From an optimization exercise on the open Yosys and OpenROAD flow, aimed at small area and a short achievable clock period; shortcuts taken in it are not production practice.
RTL that was checked went through simulation tests only; none was proved equivalent to the original.
No activity file was given, so power comes from the tool's default toggle rates.

Setup of S:
==> flow/design.v <==
package fpu_pkg;
	typedef logic [31:0] float_t;         
	typedef logic signed [31:0] word_t;   
	typedef logic [7:0] exp_t;            
	typedef logic [22:0] frac_t;          
	localparam exp_t EXP_BIAS = 8'd127;
	localparam exp_t EXP_SPECIAL = 8'd255;   
	localparam exp_t EXP_INT_MIN = 8'd150;   
	localparam exp_t EXP_FTOI_MAX = 8'd158;  
	typedef struct packed {
		logic [5:0] op1;  
		logic [4:0] fmt;  
		logic [5:0] op2;  
	} fpu_instr_t;
	localparam logic [5:0] OPC_COP1 = 6'b010001;
	localparam logic [4:0] FMT_S = 5'b10000;
	localparam logic [4:0] FMT_W_TO_S = 5'b00100;  
	localparam logic [4:0] FMT_S_TO_W = 5'b00000;  
	localparam logic [5:0] FN_ABS = 6'd5;
	localparam logic [5:0] FN_NEG = 6'd7;
	localparam logic [5:0] FN_FLOOR = 6'd15;
	localparam logic [5:0] FN_CVT = 6'd0;  
	typedef logic [2:0] op_code_t;
	localparam op_code_t OP_ABS = 3'd0;
	localparam op_code_t OP_NEG = 3'd1;
	localparam op_code_t OP_FLOOR = 3'd2;
	localparam op_code_t OP_FTOI = 3'd3;
	localparam op_code_t OP_ITOF = 3'd4;
	typedef struct packed {
		logic invalid;
		logic div0;     
		logic nan;
		logic ovf;
	} fpu_exc_t;
endpackage
`timescale 1ns/1ns
module fpu_decode (
	input logic [16:0] instr_w,
	output logic is_abs,
	output logic is_neg,
	output logic is_floor,
	output logic is_ftoi,
	output logic is_itof,
	output logic invalid
);
	logic cop1;
	logic fmt_s;
	logic cvt;
	assign cop1 = (instr_w[16:11] == 6'b010001);
	assign fmt_s = (instr_w[10:6] == 5'b10000);
	assign cvt = (instr_w[5:0] == 6'd0);
	assign is_abs = cop1 & fmt_s & (instr_w[5:0] == 6'd5);
	assign is_neg = cop1 & fmt_s & (instr_w[5:0] == 6'd7);
	assign is_floor = cop1 & fmt_s & (instr_w[5:0] == 6'd15);
	assign is_ftoi = cop1 & cvt & (instr_w[10:6] == 5'b00000);
	assign is_itof = cop1 & cvt & (instr_w[10:6] == 5'b00100);
	assign invalid = ~(is_abs | is_neg | is_floor | is_ftoi | is_itof);
endmodule
`timescale 1ns/1ns
module fp_floor (
	input logic [31:0] x,
	output logic [31:0] a,
	output logic cin,
	output logic tiny,           
	output logic neg_one         
);
	logic s;
	logic [7:0] e;
	logic [22:0] f;
	logic is_nan;
	logic [22:0] clr;            
	assign s = x[31];
	assign e = x[30:23];
	assign f = x[22:0];
	assign is_nan = (e == 8'hff) && (f != '0);
	assign tiny = (e < 8'd127);
	assign neg_one = s & (x[30:0] != '0);
	always_comb begin
		for (int i = 0; i < 23; i++) begin
			clr[i] = (e < 8'(150 - i));  
		end
	end
	assign cin = s & (|(f & clr));
	always_comb begin
		a = {s, e, f | {is_nan, 22'd0}};
		for (int i = 0; i < 23; i++) begin
			if (clr[i]) begin
				a[i] = cin;
			end
		end
	end
endmodule
`timescale 1ns/1ns
module fp_to_int (
	input logic [31:0] x,
	output logic [31:0] d,       
	output logic [4:0] r,        
	output logic in_range,       
	output logic min_int,        
	output logic ovf,
	output logic nan
);
	logic s;
	logic [7:0] e;
	logic [22:0] f;
	assign s = x[31];
	assign e = x[30:23];
	assign f = x[22:0];
	assign d = {1'b1, f, 8'd0};
	assign r = 5'(5'd29 - e[4:0]);   
	assign in_range = (e >= 8'd126) && (e <= 8'd157);
	assign nan = (e == 8'hff) && (f != '0);
	assign min_int = s && (e == 8'd158) && (f == '0);
	assign ovf = ((e > 8'd158) && !nan) || ((e == 8'd158) && !(s && (f == '0)));
endmodule
`timescale 1ns/1ns
module int_to_fp (
	input logic [31:0] x,
	input logic [31:0] n,        
	output logic [31:0] d,       
	output logic [4:0] lz,
	output logic [31:0] a,
	output logic cin
);
	logic s;
	logic [31:0] u;
	logic z;
	logic [4:0] lead;
	logic [7:0] e;
	assign s = x[31];
	assign u = x ^ {32{s}};
	always_comb begin
		for (int i = 0; i < 32; i++) begin
			d[i] = u[31 - i];
		end
	end
	logic [15:0] z1;
	logic [15:0] c1;
	logic [7:0] z2;
	logic [1:0] c2 [8];
	logic [3:0] z3;
	logic [2:0] c3 [4];
	logic [1:0] z4;
	logic [3:0] c4 [2];
	always_comb begin
		for (int j = 0; j < 16; j++) begin
			z1[j] = ~(u[2*j+1] | u[2*j]);
			c1[j] = ~u[2*j+1];
		end
		for (int j = 0; j < 8; j++) begin
			z2[j] = z1[2*j+1] & z1[2*j];
			c2[j] = z1[2*j+1] ? {1'b1, c1[2*j]} : {1'b0, c1[2*j+1]};
		end
		for (int j = 0; j < 4; j++) begin
			z3[j] = z2[2*j+1] & z2[2*j];
			c3[j] = z2[2*j+1] ? {1'b1, c2[2*j]} : {1'b0, c2[2*j+1]};
		end
		for (int j = 0; j < 2; j++) begin
			z4[j] = z3[2*j+1] & z3[2*j];
			c4[j] = z3[2*j+1] ? {1'b1, c3[2*j]} : {1'b0, c3[2*j+1]};
		end
	end
	assign z = z4[1] & z4[0];
	assign lz = z4[1] ? {1'b1, c4[0]} : {1'b0, c4[1]};
	assign lead = ~lz;
	assign e = z ? {1'b0, {6{s}}, 1'b0} : (8'd127 + {3'd0, lead});
	assign cin = s ? (n[7] | (n[8] & (&n[6:0])))
		: (n[7] & (n[8] | (|n[6:0])));
	assign a = {s, e, n[30:8]};
endmodule
`timescale 1ns/1ns
module fpu_result (
	input logic clk,
	input logic rst_n,
	input logic is_abs,
	input logic is_neg,
	input logic is_floor,
	input logic is_ftoi,
	input logic is_itof,
	input logic invalid,
	input logic [31:0] x1,
	input logic [31:0] x2,
	input logic [31:0] fl_a,
	input logic fl_cin,
	input logic fl_tiny,
	input logic fl_neg_one,
	input logic [31:0] ft_d,
	input logic [4:0] ft_r,
	input logic ft_in_range,
	input logic ft_min_int,
	input logic ft_ovf,
	input logic ft_nan,
	input logic [31:0] it_d,
	input logic [4:0] it_lz,
	output logic [31:0] it_n,
	input logic [31:0] it_a,
	input logic it_cin,
	output logic [31:0] y,
	output logic [3:0] exc
);
	logic sel_sgn;
	logic sel_fl;
	logic sel_ft;
	logic sel_it;
	logic fl_small;
	logic sh_s;
	logic [31:0] sh_d;
	logic [4:0] sh_r;
	logic [31:0] sh_o;
	logic [31:0] a;
	logic cin;
	logic [3:0] exc_d;
	assign sh_s = is_itof ? x2[31] : x1[31];
	assign sh_d = is_itof ? it_d : (ft_d ^ {32{x1[31]}});
	assign sh_r = is_itof ? it_lz : ft_r;
	logic [31:0] sh_1;
	logic [31:0] sh_2;
	logic [31:0] sh_3;
	logic [31:0] sh_4;
	assign sh_1 = sh_r[4] ? {{16{sh_s}}, sh_d[31:16]} : sh_d;
	assign sh_2 = sh_r[3] ? {{8{sh_s}}, sh_1[31:8]} : sh_1;
	assign sh_3 = sh_r[2] ? {{4{sh_s}}, sh_2[31:4]} : sh_2;
	assign sh_4 = sh_r[1] ? {{2{sh_s}}, sh_3[31:2]} : sh_3;
	assign sh_o = sh_r[0] ? {sh_s, sh_4[31:1]} : sh_4;
	always_comb begin
		for (int i = 0; i < 32; i++) begin
			it_n[i] = sh_o[31 - i];
		end
	end
	assign sel_sgn = rst_n & (is_abs | is_neg);
	assign sel_fl = rst_n & is_floor & ~fl_tiny;
	assign sel_ft = rst_n & is_ftoi & ft_in_range;
	assign sel_it = rst_n & is_itof;
	assign fl_small = rst_n & is_floor & fl_tiny;
	assign a = ({32{sel_sgn}} & {is_neg & ~x1[31], x1[30:0]})
		| ({32{sel_fl}} & fl_a)
		| ({32{sel_ft}} & {x1[31], sh_o[31:1]})
		| ({32{sel_it}} & it_a)
		| {(fl_small & x1[31]) | (rst_n & is_ftoi & ft_min_int), 1'b0, {7{fl_small & fl_neg_one}}, 23'd0};
	assign cin = (sel_fl & fl_cin) | (sel_ft & sh_o[0]) | (sel_it & it_cin);
	assign exc_d = {rst_n & invalid, 1'b0, rst_n & is_ftoi & ft_nan, rst_n & is_ftoi & ft_ovf};
	logic [31:0] a_q;
	logic cin_q;
	always_ff @(posedge clk) begin
		a_q <= a;
		cin_q <= cin;
		exc <= exc_d;
	end
	logic [7:0] grp;             
	logic [7:0] gpre;            
	logic [31:0] pre;            
	always_comb begin
		for (int j = 0; j < 8; j++) begin
			grp[j] = &a_q[4*j +: 4];
		end
		gpre[0] = 1'b1;
		for (int j = 1; j < 8; j++) begin
			gpre[j] = gpre[j-1] & grp[j-1];
		end
		for (int j = 0; j < 8; j++) begin
			pre[4*j] = gpre[j];
			pre[4*j+1] = gpre[j] & a_q[4*j];
			pre[4*j+2] = gpre[j] & a_q[4*j] & a_q[4*j+1];
			pre[4*j+3] = gpre[j] & a_q[4*j] & a_q[4*j+1] & a_q[4*j+2];
		end
	end
	assign y = a_q ^ ({32{cin_q}} & pre);
endmodule
`timescale 1ns/1ns
module fpu_unit (
	input logic clk,
	input logic rst_n,
	input logic [16:0] instr,
	input logic [31:0] x1,    
	input logic signed [31:0] x2,     
	output logic [31:0] y,
	output logic [3:0] exc
);
	logic is_abs, is_neg, is_floor, is_ftoi, is_itof, invalid;
	logic [31:0] fl_a;
	logic fl_cin;
	logic fl_tiny;
	logic fl_neg_one;
	logic [31:0] ft_d;
	logic [4:0] ft_r;
	logic ft_in_range;
	logic ft_min_int;
	logic ft_ovf;
	logic ft_nan;
	logic [31:0] it_d;
	logic [4:0] it_lz;
	logic [31:0] it_n;
	logic [31:0] it_a;
	logic it_cin;
	fpu_decode fpu_decode_i (
		.instr_w  (instr),
		.is_abs   (is_abs),
		.is_neg   (is_neg),
		.is_floor (is_floor),
		.is_ftoi  (is_ftoi),
		.is_itof  (is_itof),
		.invalid  (invalid)
	);
	fp_floor fp_floor_i (
		.x       (x1),
		.a       (fl_a),
		.cin     (fl_cin),
		.tiny    (fl_tiny),
		.neg_one (fl_neg_one)
	);
	fp_to_int fp_to_int_i (
		.x        (x1),
		.d        (ft_d),
		.r        (ft_r),
		.in_range (ft_in_range),
		.min_int  (ft_min_int),
		.ovf      (ft_ovf),
		.nan      (ft_nan)
	);
	int_to_fp int_to_fp_i (
		.x   (x2),
		.n   (it_n),
		.d   (it_d),
		.lz  (it_lz),
		.a   (it_a),
		.cin (it_cin)
	);
	fpu_result fpu_result_i (
		.clk         (clk),
		.rst_n       (rst_n),
		.is_abs      (is_abs),
		.is_neg      (is_neg),
		.is_floor    (is_floor),
		.is_ftoi     (is_ftoi),
		.is_itof     (is_itof),
		.invalid     (invalid),
		.x1          (x1),
		.x2          (x2),
		.fl_a        (fl_a),
		.fl_cin      (fl_cin),
		.fl_tiny     (fl_tiny),
		.fl_neg_one  (fl_neg_one),
		.ft_d        (ft_d),
		.ft_r        (ft_r),
		.ft_in_range (ft_in_range),
		.ft_min_int  (ft_min_int),
		.ft_ovf      (ft_ovf),
		.ft_nan      (ft_nan),
		.it_d        (it_d),
		.it_lz       (it_lz),
		.it_n        (it_n),
		.it_a        (it_a),
		.it_cin      (it_cin),
		.y           (y),
		.exc         (exc)
	);
endmodule
==> flow/config.mk <==
export PLATFORM = sky130hd
export DESIGN_NAME = fpu_unit
export DESIGN_NICKNAME = fpu_unit
export VERILOG_FILES = /design/flow/design.v
export SDC_FILE = /design/flow/constraint.sdc
export NUM_CORES = 4
export LEC_CHECK = 0
export ABC_AREA = 1
export CAP_MARGIN = 20
export CORE_MARGIN = 2
export CORE_UTILIZATION = 40
export CTS_BUF_LIST = sky130_fd_sc_hd__clkbuf_8
export SETUP_SLACK_MARGIN = 3.6
export SLEW_MARGIN = 20
==> flow/constraint.sdc <==
create_clock -name core_clock -period 8.0 [get_ports {clk}]
set_input_delay 1.6000 -clock core_clock [delete_from_list [all_inputs] [get_ports {clk}]]
set_output_delay 1.6000 -clock core_clock [all_outputs]
set_load 0.01 [all_outputs]
standard.sh (not shown) runs the stock make flow with config.mk's settings and CLKGATE_MAP_FILE= SYNTH_SCRIPT=/design/flow/synth_recipe.tcl, a recipe that flattens the netlist after the stock synthesis.
==> flow/flow/run.sh <==
#!/bin/bash
# standard layout, with plain buffers on the ports instead of delay buffers
set -euo pipefail
export BUFFER_PORTS_ARGS="-buffer_cell sky130_fd_sc_hd__buf_1"
bash standard.sh finish > standard.log 2>&1
> inputs changed (S -> Q)
==> flow/design.v, changed modules only <==
module fpu_result (
	input logic clk,
	input logic rst_n,
	input logic is_abs,
	input logic is_neg,
	input logic is_floor,
	input logic is_ftoi,
	input logic is_itof,
	input logic invalid,
	input logic [31:0] x1,
	input logic [31:0] x2,
	input logic [31:0] fl_a,
	input logic fl_cin,
	input logic fl_tiny,
	input logic fl_neg_one,
	input logic [31:0] ft_d,
	input logic [4:0] ft_r,
	input logic ft_in_range,
	input logic ft_min_int,
	input logic ft_ovf,
	input logic ft_nan,
	input logic [31:0] it_d,
	input logic [4:0] it_lz,
	output logic [31:0] it_n,
	input logic [31:0] it_a,
	input logic it_cin,
	output logic [31:0] y,
	output logic [3:0] exc
);
	logic sel_sgn;
	logic sel_fl;
	logic sel_ft;
	logic sel_it;
	logic fl_small;
	logic sh_s;
	logic [31:0] sh_d;
	logic [4:0] sh_r;
	logic [31:0] sh_o;
	logic [31:0] a;
	logic cin;
	logic [3:0] exc_d;
	assign sh_s = is_itof ? x2[31] : x1[31];
	assign sh_d = is_itof ? it_d : (ft_d ^ {32{x1[31]}});
	assign sh_r = is_itof ? it_lz : ft_r;
	logic [31:0] sh_1;
	logic [31:0] sh_2;
	logic [31:0] sh_3;
	logic [31:0] sh_4;
	assign sh_1 = sh_r[4] ? {{16{sh_s}}, sh_d[31:16]} : sh_d;
	assign sh_2 = sh_r[3] ? {{8{sh_s}}, sh_1[31:8]} : sh_1;
	assign sh_3 = sh_r[2] ? {{4{sh_s}}, sh_2[31:4]} : sh_2;
	assign sh_4 = sh_r[1] ? {{2{sh_s}}, sh_3[31:2]} : sh_3;
	assign sh_o = sh_r[0] ? {sh_s, sh_4[31:1]} : sh_4;
	always_comb begin
		for (int i = 0; i < 32; i++) begin
			it_n[i] = sh_o[31 - i];
		end
	end
	assign sel_sgn = rst_n & (is_abs | is_neg);
	assign sel_fl = rst_n & is_floor & ~fl_tiny;
	assign sel_ft = rst_n & is_ftoi & ft_in_range;
	assign sel_it = rst_n & is_itof;
	assign fl_small = rst_n & is_floor & fl_tiny;
	assign a = ({32{sel_sgn}} & {is_neg & ~x1[31], x1[30:0]})
		| ({32{sel_fl}} & fl_a)
		| ({32{sel_ft}} & {x1[31], sh_o[31:1]})
		| ({32{sel_it}} & it_a)
		| {(fl_small & x1[31]) | (rst_n & is_ftoi & ft_min_int), 1'b0, {7{fl_small & fl_neg_one}}, 23'd0};
	assign cin = (sel_fl & fl_cin) | (sel_ft & sh_o[0]) | (sel_it & it_cin);
	assign exc_d = {rst_n & invalid, 1'b0, rst_n & is_ftoi & ft_nan, rst_n & is_ftoi & ft_ovf};
	logic [31:0] a_q;
	logic cin_q;
	always_ff @(posedge clk) begin
		a_q <= a;
		cin_q <= cin;
		exc <= exc_d;
	end
	logic [7:0] grp;             
	logic [7:0] gpre;            
	logic [7:0] gc;              
	logic [31:0] c;              
	always_comb begin
		for (int j = 0; j < 8; j++) begin
			grp[j] = &a_q[4*j +: 4];
		end
		gpre[0] = 1'b1;
		gpre[1] = grp[0];
		gpre[2] = grp[0] & grp[1];
		gpre[3] = gpre[2] & grp[2];
		gpre[4] = gpre[2] & grp[2] & grp[3];
		gpre[5] = gpre[4] & grp[4];
		gpre[6] = gpre[4] & grp[4] & grp[5];
		gpre[7] = gpre[6] & grp[6];
		for (int j = 0; j < 8; j++) begin
			gc[j] = cin_q & gpre[j];
			c[4*j] = gc[j];
			c[4*j+1] = gc[j] & a_q[4*j];
			c[4*j+2] = gc[j] & a_q[4*j] & a_q[4*j+1];
			c[4*j+3] = gc[j] & a_q[4*j] & a_q[4*j+1] & a_q[4*j+2];
		end
	end
	assign y = a_q ^ c;
endmodule
- Q: synthesized area per cell is about 3.2% higher than what S reported.
- Worst setup timing slack at the placement stage in Q is 0.29 ns below S.
- Q ended up with sky130_fd_sc_hd__a221oi_2 as its slowest cell on the critical path; S ended up with sky130_fd_sc_hd__o21ai_0.
- Count of different cell masters after synthesis went up by a little under 10% going from S to Q.
- The final period utilization of Q exceeds that of S by 0.98 points.
- Changes observed in Q relative to S: routed wire length increased about 13%, data arrival time of the critical path essentially unchanged, share of the synthesized area in compound gates (AO/OA/AOI/OAI) increased 0.58 points, total chip power increased about 10%, fill cell total of the finished layout decreased 37.
The RTL of Q was laid out without a check of its function.

what the ideal ports hide:
No port has a modelled driver above. Below, the same layouts with a new extraction and two added sets of constraints. Step 1, drivers: a clkbuf_16 drives clk and a buf_2 each remaining input, both assumed. Step 2 moves the port delays by t, midway between the first and last clock arrival at a register: inputs arrive t later, outputs are due t later. That takes back most of the time a late clock gives input paths. a / b / c = ideal / step 1 / step 2; a / b = the first two.
run | t, ns | slack for setup (ns) | clock arrival spread, ns | slew at the worst register clock pin (ns) | worst data-port slew with drivers (ns)
S | 0.337 | 3.737 / 3.753 / 3.416 | 0.026 / 0.026 | 0.10 / 0.10 | 0.05
Q | 0.334 | 3.658 / 3.631 / 3.298 | 0.019 / 0.019 | 0.09 / 0.09 | 0.06
After both steps every run listed still meets setup and hold. For Q, which loses most, drivers alone change the setup slack by -0.027 ns; drivers and shift together by -0.360 ns.
